This design comes from an exercise in tuning for small area, a short achievable clock period and few clock cycles on the open sky130 flow, not from production work.
Where RTL was checked, it was by simulation tests only, not by an equivalence proof against the original.
Function not checked in run 1: the RTL went through the layout flow alone.
Power is estimated from default activity; no workload was simulated.

==> flow/design.v <==
package alu_operand_seq_pkg;
    localparam int DATA_W      = 32;
    localparam int REG_IDX_W   = 5;
    localparam int OP_W        = 5;
    localparam int IMM_W       = 16;
    localparam int NUM_REGS    = 32;
    localparam int NUM_OPS_DEF = 7;
    function automatic logic signed [DATA_W-1:0] sext_imm(input logic [IMM_W-1:0] imm);
        sext_imm = {{(DATA_W-IMM_W){imm[IMM_W-1]}}, imm};
    endfunction
endpackage
module alu_regfile
(
    input  logic                 clk,
    input  logic                 rst,
    input  logic                 i_we,
    input  logic [alu_operand_seq_pkg::REG_IDX_W-1:0] i_wa,
    input  logic [alu_operand_seq_pkg::DATA_W-1:0]    i_wd,
    output logic [alu_operand_seq_pkg::NUM_REGS-1:1][alu_operand_seq_pkg::DATA_W-1:0] o_regs
);
    localparam int N = alu_operand_seq_pkg::NUM_REGS;
    localparam int W = alu_operand_seq_pkg::DATA_W;
    logic [N-1:1][W-1:0] r_mem;
    logic [W-1:0] w_wd;
    logic [N-1:1] w_en;
    assign w_wd = i_wd & {W{~rst}};
    always_comb begin
        for (int i = 1; i < N; i++) begin
            w_en[i] = rst | (i_we && i_wa == 5'(i));
        end
    end
    always_ff @(posedge clk) begin
        for (int i = 1; i < N; i++) begin
            if (w_en[i]) r_mem[i] <= w_wd;
        end
    end
    assign o_regs = r_mem;
endmodule
module alu_rf_read
#(
    parameter int X = 1
) (
    input  logic [alu_operand_seq_pkg::NUM_REGS-1:1][alu_operand_seq_pkg::DATA_W-1:0] i_regs,
    input  logic [alu_operand_seq_pkg::NUM_REGS-1:1] i_sel,
    input  logic [X-1:0]                             i_xsel,
    input  logic [X-1:0][alu_operand_seq_pkg::DATA_W-1:0] i_xdata,
    output logic [alu_operand_seq_pkg::DATA_W-1:0]   o_data
);
    localparam int N = alu_operand_seq_pkg::NUM_REGS;
    localparam int W = alu_operand_seq_pkg::DATA_W;
    always_comb begin
        o_data = '0;
        for (int i = 1; i < N; i++) begin
            o_data = o_data | ({W{i_sel[i]}} & i_regs[i]);
        end
        for (int k = 0; k < X; k++) begin
            o_data = o_data | ({W{i_xsel[k]}} & i_xdata[k]);
        end
    end
endmodule
module alu_rf_nor8
(
    input  logic [7:0][alu_operand_seq_pkg::DATA_W-1:0] i_data,
    input  logic [7:0]                                  i_sel,
    output logic [alu_operand_seq_pkg::DATA_W-1:0]      o_n
);
    localparam int W = alu_operand_seq_pkg::DATA_W;
    logic [W-1:0] t;
    always_comb begin
        t = '0;
        for (int k = 0; k < 8; k++) begin
            t = t | ({W{i_sel[k]}} & i_data[k]);
        end
    end
    assign o_n = ~t;
endmodule
module alu_operand_seq
#(
    parameter int ALU_LAT = 1,
    parameter int NUM_OPS = alu_operand_seq_pkg::NUM_OPS_DEF
) (
    input  logic                 clk,
    input  logic                 rst,
    input  logic                 CMD_VALID,
    output logic                 CMD_READY,
    input  logic [alu_operand_seq_pkg::OP_W-1:0]      CMD_OP,
    input  logic [alu_operand_seq_pkg::REG_IDX_W-1:0] CMD_RS,
    input  logic [alu_operand_seq_pkg::REG_IDX_W-1:0] CMD_RT,
    input  logic [alu_operand_seq_pkg::REG_IDX_W-1:0] CMD_RD,
    input  logic                 CMD_USE_IMM,
    input  logic [alu_operand_seq_pkg::IMM_W-1:0]     CMD_IMM,
    output logic [alu_operand_seq_pkg::DATA_W-1:0]    ALU_A,
    output logic [alu_operand_seq_pkg::DATA_W-1:0]    ALU_B,
    output logic [alu_operand_seq_pkg::OP_W-1:0]      ALU_OP,
    input  logic [alu_operand_seq_pkg::DATA_W-1:0]    ALU_OUT,
    output logic                 DONE,
    output logic [alu_operand_seq_pkg::DATA_W-1:0]    RESULT,
    output logic                 ERR,
    input  logic [alu_operand_seq_pkg::REG_IDX_W-1:0] DBG_ADDR,
    output logic [alu_operand_seq_pkg::DATA_W-1:0]    DBG_DATA
);
    localparam int W = alu_operand_seq_pkg::DATA_W;
    localparam int N = alu_operand_seq_pkg::NUM_REGS;
    logic         w_accept;
    logic         w_fwd_a, w_fwd_b;
    logic         f_v;
    logic [4:0]   f_op, f_rd;
    logic [N-1:1] f_rs_sel, f_rt_sel;
    logic         f_fwd_a, f_fwd_b;
    logic         f_ui;
    logic [15:0]  f_imm;
    logic         f_legal, f_we;
    logic         e_done, e_err, e_we;
    logic [4:0]   e_rd;
    logic [W-1:0] r_alu_a, r_alu_b;
    logic [4:0]   r_alu_op;
    logic [W-1:0] r_result;
    logic         r_done, r_err;
    logic [N-1:1][W-1:0] w_regs;
    logic [N-1:1] w_ra_sel;
    logic [W-1:0] w_ra_data, w_rb_data;
    assign CMD_READY = !rst;
    assign w_accept  = CMD_VALID && !rst;
    assign f_legal   = int'(f_op) < NUM_OPS;
    assign f_we      = f_v && f_legal && (f_rd != '0);
    assign w_fwd_a   = f_we && f_rd == CMD_RS;
    assign w_fwd_b   = f_we && f_rd == CMD_RT && !CMD_USE_IMM;
    alu_regfile u_regfile (
        .clk    (clk),
        .rst    (rst),
        .i_we   (e_we),
        .i_wa   (e_rd),
        .i_wd   (ALU_OUT),
        .o_regs (w_regs)
    );
    alu_dbg_sel u_dbg_sel (
        .i_f_v     (f_v),
        .i_rs_sel  (f_rs_sel),
        .i_dbg_addr(DBG_ADDR),
        .o_sel     (w_ra_sel)
    );
    logic [3:0][W-1:0] w_ra_grp_n;
    for (genvar g = 0; g < 4; g++) begin : g_read_a
        alu_rf_nor8 u_grp (
            .i_data (g == 0 ? {w_regs[7:1], ALU_OUT} : w_regs[8*g+7:8*g]),
            .i_sel  (g == 0 ? {w_ra_sel[7:1], f_fwd_a} : w_ra_sel[8*g+7:8*g]),
            .o_n    (w_ra_grp_n[g])
        );
    end
    assign w_ra_data = ~(w_ra_grp_n[0] & w_ra_grp_n[1] & w_ra_grp_n[2] & w_ra_grp_n[3]);
    alu_rf_read #(.X(2)) u_read_b (
        .i_regs  (w_regs),
        .i_sel   (f_rt_sel),
        .i_xsel  ({f_ui, f_fwd_b}),
        .i_xdata ({alu_operand_seq_pkg::sext_imm(f_imm), ALU_OUT}),
        .o_data  (w_rb_data)
    );
    assign DBG_DATA = w_ra_data;
    always_ff @(posedge clk) begin
        f_op  <= CMD_OP;
        f_rd  <= CMD_RD;
        f_ui  <= CMD_USE_IMM;
        f_imm <= CMD_IMM;
        for (int i = 1; i < N; i++) begin
            f_rs_sel[i] <= w_accept && !w_fwd_a && CMD_RS == 5'(i);
            f_rt_sel[i] <= !CMD_USE_IMM && !w_fwd_b && CMD_RT == 5'(i);
        end
        f_fwd_a <= w_accept && w_fwd_a;
        f_fwd_b <= w_fwd_b;
    end
    always_ff @(posedge clk) begin
        e_rd     <= f_rd;
        r_alu_op <= f_op;
        r_alu_a  <= w_ra_data;
        r_alu_b  <= w_rb_data;
        r_result <= ALU_OUT;
    end
    always_ff @(posedge clk) begin
        if (rst) begin
            f_v    <= 1'b0;
            e_done <= 1'b0;
            e_err  <= 1'b0;
            e_we   <= 1'b0;
            r_done <= 1'b0;
            r_err  <= 1'b0;
        end else begin
            f_v    <= CMD_VALID;
            e_done <= f_v && f_legal;
            e_err  <= f_v && !f_legal;
            e_we   <= f_we;
            r_done <= e_done;
            r_err  <= e_err;
        end
    end
    assign ALU_A  = r_alu_a;
    assign ALU_B  = r_alu_b;
    assign ALU_OP = r_alu_op;
    assign RESULT = r_result;
    assign DONE   = r_done;
    assign ERR    = r_err;
endmodule
module alu_dbg_sel
(
    input  logic                 i_f_v,
    input  logic [alu_operand_seq_pkg::NUM_REGS-1:1]  i_rs_sel,
    input  logic [alu_operand_seq_pkg::REG_IDX_W-1:0] i_dbg_addr,
    output logic [alu_operand_seq_pkg::NUM_REGS-1:1]  o_sel
);
    always_comb begin
        for (int i = 1; i < alu_operand_seq_pkg::NUM_REGS; i++) begin
            o_sel[i] = i_rs_sel[i] || (!i_f_v && i_dbg_addr == 5'(i));
        end
    end
endmodule
==> flow/run.sh <==
#!/bin/bash
# synth_recipe.tcl (not shown) runs the flow's synth.tcl, then flattens the netlist and writes it again
# the make line also repeats each setting of config.mk as NAME=value (left out here)
make -C /OpenROAD-flow-scripts/flow DESIGN_CONFIG=/design/flow/config.mk WORK_HOME=/design/flow/orfs CLKGATE_MAP_FILE= SYNTH_SCRIPT=/design/flow/synth_recipe.tcl finish
==> flow/config.mk <==
export PLATFORM = sky130hd
export DESIGN_NAME = alu_operand_seq
export DESIGN_NICKNAME = alu_operand_seq
export VERILOG_FILES = /design/flow/design.v
export SDC_FILE = /design/flow/constraint.sdc
export NUM_CORES = 4
export LEC_CHECK = 0
export CAP_MARGIN = 20
export CORE_MARGIN = 2
export CORE_UTILIZATION = 55
export CTS_BUF_LIST = sky130_fd_sc_hd__clkbuf_8
export SETUP_SLACK_MARGIN = 1.5
export SLEW_MARGIN = 20
export SYNTH_HIERARCHICAL = 1
==> flow/constraint.sdc <==
create_clock -name core_clock -period 6.0 [get_ports {clk}]
set_input_delay 1.2000 -clock core_clock [delete_from_list [all_inputs] [get_ports {clk}]]
set_output_delay 1.2000 -clock core_clock [all_outputs]
set_load 0.01 [all_outputs]
==> results of run 1 <==
[flip-flops by register name, indices dropped and copies added (netlist names)]
register	cells
f_fwd_b	1
u_regfile.r_mem	992
f_rt_sel	31
r_result	32
f_fwd_a	1
e_err	1
r_done	1
f_rd	5
r_alu_a	32
f_imm	16
f_ui	1
f_v	1
r_alu_op	5
e_done	1
f_op	5
r_alu_b	32
e_we	1
r_err	1
f_rs_sel	31
e_rd	5
[where the power goes]
group          internal, W  total (W)  switching (W)  leakage (nW)
clock network      0.00333    0.00668        0.00336          2.07
registers          0.00967     0.0101       0.000439          11.4
logic             0.000526    0.00150       0.000974          5.28
total               0.0135     0.0183        0.00477          18.8
[per-module statistics from Yosys, one instance, submodules excluded, excerpt]
module	copies in the design	cell area (sq um)	cells inside
alu_regfile	1	30400	1086
alu_operand_seq	1	5050	365
alu_rf_nor8	4	1380	184
alu_dbg_sel	1	445	53
[cell families after synthesis]
kind of cell           Yosys count  share of synthesized area
AND/OR/NAND/NOR                527                     0.0752
AO/OA/AOI/OAI                 1088                      0.176
flip-flops                    1195                      0.721
buffers and inverters          223                     0.0268
XOR/XNOR                        10                    0.00186
[worst paths after layout]
kind / start / endpoint / slack, ns / cells after the start
max reg2reg: e_rd[3] / u_regfile.r_mem[847] / 2.86 / 3
min: f_op[3] / r_alu_op[3] / 0.35 / 0
min reg2reg: f_op[3] / r_alu_op[3] / 0.35 / 0
max: f_v / DBG_DATA[3] / 1.48 / 8
[placed cells by master (no fill, tap or decap), drive strengths merged, types with 4 or more instances in the layout]
master,synthesis,layout
bufinv,0,4
a21o,28,28
nor3,35,35
nor2b,46,46
nor4b,4,4
inv,5,79
nand4b,4,4
edfxtp,992,992
nor4,35,35
dlygate4sd2,0,5
a222oi,32,32
clkinv,0,58
a22oi,992,992
clkdlybuf4s50,0,174
and3,32,32
nand3,36,36
nand4,129,129
and4bb,6,6
nor2,10,10
nand2b,11,11
xor2,4,4
and4,128,128
nand2,43,43
clkinvlp,0,9
diode,0,15
clkbuf,26,215
buf,192,255
dfxtp,203,203
o21ai,15,15
xnor2,6,6
a31o,14,14
[metal layers]
metal	vias up	wire length, um	share of wire
li1	13900	-	-
met1	18800	72600	0.31
met2	5337	89200	0.38
met3	1518	48100	0.21
met4	22	21900	0.094
met5	-	188	0.00081
[stage by stage]
| step | hold WS, ns | area [sq um] | utilization | cells | total power [W] |
|---|---|---|---|---|---|
| floorplan | 0.348 | 47000 | - | 3043 | 0.0106 |
| global placement | 0.351 | 51200 | 0.603 | 4315 | 0.0116 |
| detailed placement | 0.355 | 51300 | 0.604 | 4320 | 0.0116 |
| CTS | 0.356 | 56300 | 0.663 | 4753 | 0.0181 |
| global route | 0.359 | 56500 | 0.666 | 4771 | 0.0186 |
| finish | 0.353 | 56600 | 0.666 | 4784 | 0.0183 |
[timing repair]
item | in CTS | in global routing
gates resized for setup | 177 | 23
setup buffers | 61 | 13
pin swaps | 23 | 4
endpoints found under the setup margin | 32 | 18
cloned | 22 | 2
[layout make-up]
| class | count | area share |
|---|---|---|
| clock inverters | 145 | 0.0133 |
| multi-input cells | 1625 | 0.218 |
| flip-flops and latches | 1195 | 0.601 |
| clock buffers | 205 | 0.0499 |
| inverters | 5 | 0.000332 |
| well taps | 1144 | 0.0253 |
| repair buffers | 450 | 0.0921 |
| diodes | 15 | 0.000664 |
==> reports/qor.csv, run 1 <==
metric;value;unit
status;no timing/DRC/antenna violations;
fin_skew;0.0304;ns
rsz0062_at_grt;true;
ys_ff_latch;1195;
slowest_stage;bufbuf_16;
slew_headroom;0.137;
maxCapViolations;0;
finalNetCount;3542;
synth_area_leaders;edfxtp_1 (63%), a22oi_1 (16%), dfxtp_1 (8.6%);
grtUsageMet2;0.683;
htree_levels;4;
die_height;296;um
grtUsageMet3;0.305;
grt_pass1_wl;303;mm
yosysSeqAreaShare;0.721;
synth_area;47000;sq um
worstMarginPinSlew;1.29;ns
final-max-slew-violation-count;0;
holdBufCountCts;0;
cts_buffers;188;
busiest_layer;met2;
grt.total_usage;0.520;
cpPeakStageDelay;0.44;ns
seqCellArea;34000;sq um
worstSetupStartpointType;flip-flop;
met1_usage;0.630;
clk_latency;0.90;ns
grt_overflow;0;
place_ws;0.524;ns
grt_max_degree;33;
cp_top_family;buffers and inverters;
dp_hpwl;106;mm
fmax;0.221;GHz
antenna_found_initial;15;
cts-root-buf;clkbuf_8;
drc;0;
syn_nets;3120;
cp-end-kind;output port;
ys_top_cells_by_count;edfxtp_1 (992), a22oi_1 (991), dfxtp_1 (203);
syn_area_per_cell;15.4;sq um
cts.sinks;1195;
critPathKind;flip-flop to output port;
routed_wirelength;232;mm
worstPathArrival;3.32;ns
ios;213;
synth_cell_types;46;
finalSetupViolations;0;
yosys_warnings;11;
finalCritPeriodShare;0.754;
drive_gt1_frac;0.178;
yosysTopAreaCell;edfxtp_1;
async_flop_share;0;
gp_congestion;0.960;
start_util;0.554;
synth_ff_type;edfxtp_1;
viasPerCell;8.27;
dr_total_vias;39600;
area_growth;20.4;%
worst_slack;1.48;ns
drtIter0Drc;10700;
synth_most_common_cell;edfxtp_1;
core_area;84900;sq um
ir_drop;228;uV
firstDrtPassIters;11;
ant_nets;0;
cp_max_fo;16;
die_area;87800;sq um
synthDominantCellAreaShare;0.634;
wire_per_inst;48.5;um
period_minus_slack;4.52;ns
io_buffers;212;
power_leakage;18.8;nW
synth_edf_count;992;
crit_buf_inv;3;
cp_cell_sequence;buf_12, nor4b_4, a31o_4, bufbuf_16, a22oi_1, and4_1, nand4_1, dlygate4sd2_1;
setup_tns;0;ns
synth_cells;3043;
multiInputGateArea;12300;sq um
num-fill-cells;6081;
grt_pass1_vias;37100;
cts.clk_slew.worst_paths;0.06;ns
hold_viol;0;
power.density;324;nW/um^2
hold_class;flip-flop to flip-flop;
die_w;296;um
cts_tree;done;
rows;107;
crit_required;4.80;ns
clk_path_buf_depth;3;
==> inputs of run 2 (changes only) <==
--- a/flow/design.v
+++ b/flow/design.v
@@ -59,18 +59,2 @@
     end
-endmodule
-module alu_rf_nor8
-(
-    input  logic [7:0][alu_operand_seq_pkg::DATA_W-1:0] i_data,
-    input  logic [7:0]                                  i_sel,
-    output logic [alu_operand_seq_pkg::DATA_W-1:0]      o_n
-);
-    localparam int W = alu_operand_seq_pkg::DATA_W;
-    logic [W-1:0] t;
-    always_comb begin
-        t = '0;
-        for (int k = 0; k < 8; k++) begin
-            t = t | ({W{i_sel[k]}} & i_data[k]);
-        end
-    end
-    assign o_n = ~t;
 endmodule
@@ -141,11 +125,9 @@
     );
-    logic [3:0][W-1:0] w_ra_grp_n;
-    for (genvar g = 0; g < 4; g++) begin : g_read_a
-        alu_rf_nor8 u_grp (
-            .i_data (g == 0 ? {w_regs[7:1], ALU_OUT} : w_regs[8*g+7:8*g]),
-            .i_sel  (g == 0 ? {w_ra_sel[7:1], f_fwd_a} : w_ra_sel[8*g+7:8*g]),
-            .o_n    (w_ra_grp_n[g])
-        );
-    end
-    assign w_ra_data = ~(w_ra_grp_n[0] & w_ra_grp_n[1] & w_ra_grp_n[2] & w_ra_grp_n[3]);
+    alu_rf_read #(.X(1)) u_read_a (
+        .i_regs  (w_regs),
+        .i_sel   (w_ra_sel),
+        .i_xsel  (f_fwd_a),
+        .i_xdata (ALU_OUT),
+        .o_data  (w_ra_data)
+    );
     alu_rf_read #(.X(2)) u_read_b (
==> run 2 against run 1 <==
Net effect: count of clock-buffer cells in the layout fell by 7; register-to-register slack worse by 0.06 ns; final cell count about the same; largest power group unchanged; highest routed layer unchanged; clock skew up 0.0060 ns; core utilization increased by 0.78 points; synthesized cell count up 0.69%; worst setup slack got worse by 0.089 ns.
==> reports/qor.csv, run 2 <==
metric;value;unit;change
cts_tree;done;;
cts.clk_slew.worst_paths;0.06;ns;about the same
io_buffers;212;;unchanged
synth_edf_count;992;;unchanged
yosysTopAreaCell;edfxtp_1;;
multiInputGateArea;12700;sq um;+2.9%
syn_nets;3141;;+0.67%
hold_class;flip-flop to flip-flop;;
reg2reg_from;e_rd[2];;
maxCapViolations;0;;unchanged
dp_hpwl;105;mm;-0.82%
firstDrtPassIters;12;;+1
synth_ff_type;edfxtp_1;;
hold_depth;0;;unchanged
yosys_warnings;11;;unchanged
power.density;324;nW/um^2;about the same
viasPerCell;8.16;;-1.4%
finalSetupViolations;0;;unchanged
drive_gt1_frac;0.204;;+0.0261
critPathKind;input pin to output port;;
cp-end-kind;output port;;
clk_latency;0.89;ns;about the same
largest_reg_flops;992;;unchanged
synth_most_common_cell;edfxtp_1;;
grt_max_degree;33;;unchanged
slew_headroom;0.157;;+0.0196
drc;0;;unchanged
worstSetupStartpointType;input pin;;
grt_pass1_vias;36900;;-0.43%
cts_buffers;186;;-1.1%
worstMarginPinSlew;1.26;ns;-0.0293 ns
ant_nets;0;;unchanged
cpMostUsedCell;buf_6;;
rsz0062_at_grt;true;;
clk_path_buf_depth;3;;unchanged
routed_wirelength;222;mm;-4.1%
ir_drop;237;uV;+3.8%
die_area;87300;sq um;-0.55%
grt_pass1_wl;293;mm;-3.0%
synthDominantCellAreaShare;0.638;;+0.00357
wire_per_inst;46.5;um;-4.1%
die_height;295;um;-0.28%
rows;106;;-0.93%
num-fill-cells;6006;;-1.2%
min_from;f_op[4];;
fmax;0.217;GHz;-1.9%
top_register;u_regfile.r_mem;;
final-max-slew-violation-count;0;;unchanged
finalCritPeriodShare;0.769;;+0.0148
slowest_stage;or4_4;;
finalCoreUtilization;0.674;;+0.00779
synth_area;46700;sq um;-0.56%
hold_viol;0;;unchanged
antenna_found_initial;6;;-9
syn_area_per_cell;15.2;sq um;-1.2%
ys_ff_latch;1195;;unchanged
grt_overflow;0;;unchanged
htree_levels;4;;unchanged
yosysSeqAreaShare;0.725;;+0.00405
die_w;295;um;-0.28%
cp_max_fo;6;;-10
whs;0.363;ns;+0.0101 ns
period_minus_slack;4.61;ns;+0.0889 ns
cpPeakStageDelay;0.60;ns;+0.16 ns
async_flop_share;0;;unchanged
final_common_cell;edfxtp_1;;
fin_cells;4780;;-0.084%
setup_tns;0;ns;unchanged
synth_area_leaders;edfxtp_1 (64%), a22oi_1 (16%), dfxtp_1 (8.7%);;
hold_path_end;r_alu_op[4];;
synth_cells;3064;;+0.69%
reg2reg_to;u_regfile.r_mem[625];;
ys_top_cells_by_count;edfxtp_1 (992), a22oi_1 (991), nand4_1 (225);;
cts.sinks;1195;;unchanged
placed_cells;4330;;+0.23%
final_cell_mix;edfxtp_1 (992), a22oi_1 (914), nand4_1 (225);;
core_area;83800;sq um;-1.2%
status;no timing/DRC/antenna violations;;
cts-root-buf;clkbuf_8;;
postLayoutCellArea;56500;sq um;about the same
grt.total_usage;0.500;;-0.0197
r2r_slack;2.80;ns;-0.06 ns
ios;213;;unchanged
dr_total_vias;39000;;-1.5%
worstPathArrival;3.41;ns;+0.09 ns
power_leakage;19.3;nW;+2.4%
fin_skew;0.0365;ns;+0.00602 ns
drtIter0Drc;10300;;-3.5%
cp_cell_sequence;buf_8, buf_6, buf_6, and4bb_4, a21o_4, buf_12, buf_8, a22oi_2, nand4_1, or4_4, buf_6;;
r2r_cells;3;;unchanged
finalNetCount;3556;;+0.40%
seqCellArea;34000;sq um;about the same
synth_cell_types;46;;unchanged
gp_congestion;0.977;;+1.8%
dpl_cell_area;50900;sq um;-0.85%
crit_required;4.80;ns;about the same
area_growth;20.9;%;
start_util;0.557;;+0.00386
run 2: layout make-up:
cell class                      count  area share
Multi-Input combinational cell   1649       0.224
Antenna cell                        9    0.000399
Clock inverter                    148      0.0140
Inverter                            6    0.000399
Timing Repair Buffer              441      0.0867
Clock buffer                      198      0.0482
Tap cell                         1134      0.0251
Sequential cell                  1195       0.601
run 2: per-module statistics from Yosys, one instance, submodules excluded, excerpt:
module           copies in the design  cells
alu_dbg_sel                         1     53
alu_operand_seq                     1    354
alu_regfile                         1   1086
run 2: cell families (layout without fill, tap and decap cells):
kind of cell	count (synthesis)	in the layout	share of synthesized area
compound gates	1089	1093	0.177
xor+xnor	10	10	0.00187
buf+inv	224	793	0.0257
flops	1195	1195	0.725
other cells	0	9	0
simple gates	546	546	0.0712
run 2: worst max-delay path by stage:
stage                start      endpoint  slack, ns  cells past startpoint
6_report       DBG_ADDR[4]  DBG_DATA[13]       1.39                     11
3_5_place_dp   DBG_ADDR[1]  DBG_DATA[18]       0.29                      8
3_3_place_gp   DBG_ADDR[1]  DBG_DATA[18]       0.29                      8
2_1_floorplan  DBG_ADDR[3]  DBG_DATA[10]       2.00                      7
4_1_cts        DBG_ADDR[4]  DBG_DATA[11]       1.47                     11
5_1_grt        DBG_ADDR[4]  DBG_DATA[23]       1.40                     11
run 2: through the flow:
stage	power (W)	setup WS (ns)
after floorplan	0.0106	2.00
after global placement	0.0116	0.292
after detailed placement	0.0116	0.287
after CTS	0.0181	1.47
after global routing	0.0186	1.40
final	0.0183	1.39
run 2: what timing repair did:
item,4_1_cts,5_1_grt
cloned,15,5
endpoints found under the setup margin,32,31
pin swaps,66,36
hold buffers,0,0
gates resized for setup,320,41
setup buffers,64,9
run 2: critical path: cells and delay by family:
kind / cells / cell delay, ns
simple gates: 3 / 0.95
buf+inv: 6 / 0.81
compound gates: 2 / 0.43
run 2: power by group:
group	switching [W]	internal, W	leakage (nW)
registers	0.000426	0.00967	11.4
logic	0.000981	0.000590	5.80
clock network	0.00330	0.00331	2.01
total	0.00471	0.0136	19.3
run 2: layer usage:
| metal | vias to the layer above | global-route usage | part of all wire |
|---|---|---|---|
| met5 | - | 0.0133 | 0.0012 |
| met4 | 12 | 0.346 | 0.091 |
| met3 | 1483 | 0.259 | 0.20 |
| met2 | 5001 | 0.682 | 0.40 |
| met1 | 18600 | 0.612 | 0.31 |
| li1 | 13900 | - | - |
Testbench counts of run 2, summed over its fixed seeds: cycles 12,016.

-- port drivers added, routing unchanged --
In the flow no input, the clock included, has a driving cell. The finished layouts below were timed again as built, in two steps.
Step 1: set_driving_cell puts a clkbuf_16 on clk and a buf_2 on each other input, an assumption about the parent block.
Step 2 times the ports against the registers' clock, not the clock port: input delays grow and output delays shrink by t, the midpoint of the rising clock arrivals with the driver on.
a / b / c = ideal ports / drivers / drivers and shift; a / b = the first two.
run	t (ns)	slack for setup (ns)	worst register clock-pin slew, ns	pins driven straight from the clock port
run 1	0.958	1.477 / 1.404 / 1.460	0.07 / 0.07	1
run 2	0.948	1.388 / 1.343 / 1.343	0.07 / 0.07	1
After both steps every run listed still meets setup and hold. For run 2, which loses most, drivers alone change the setup slack by -0.045 ns; drivers and shift together by -0.045 ns.
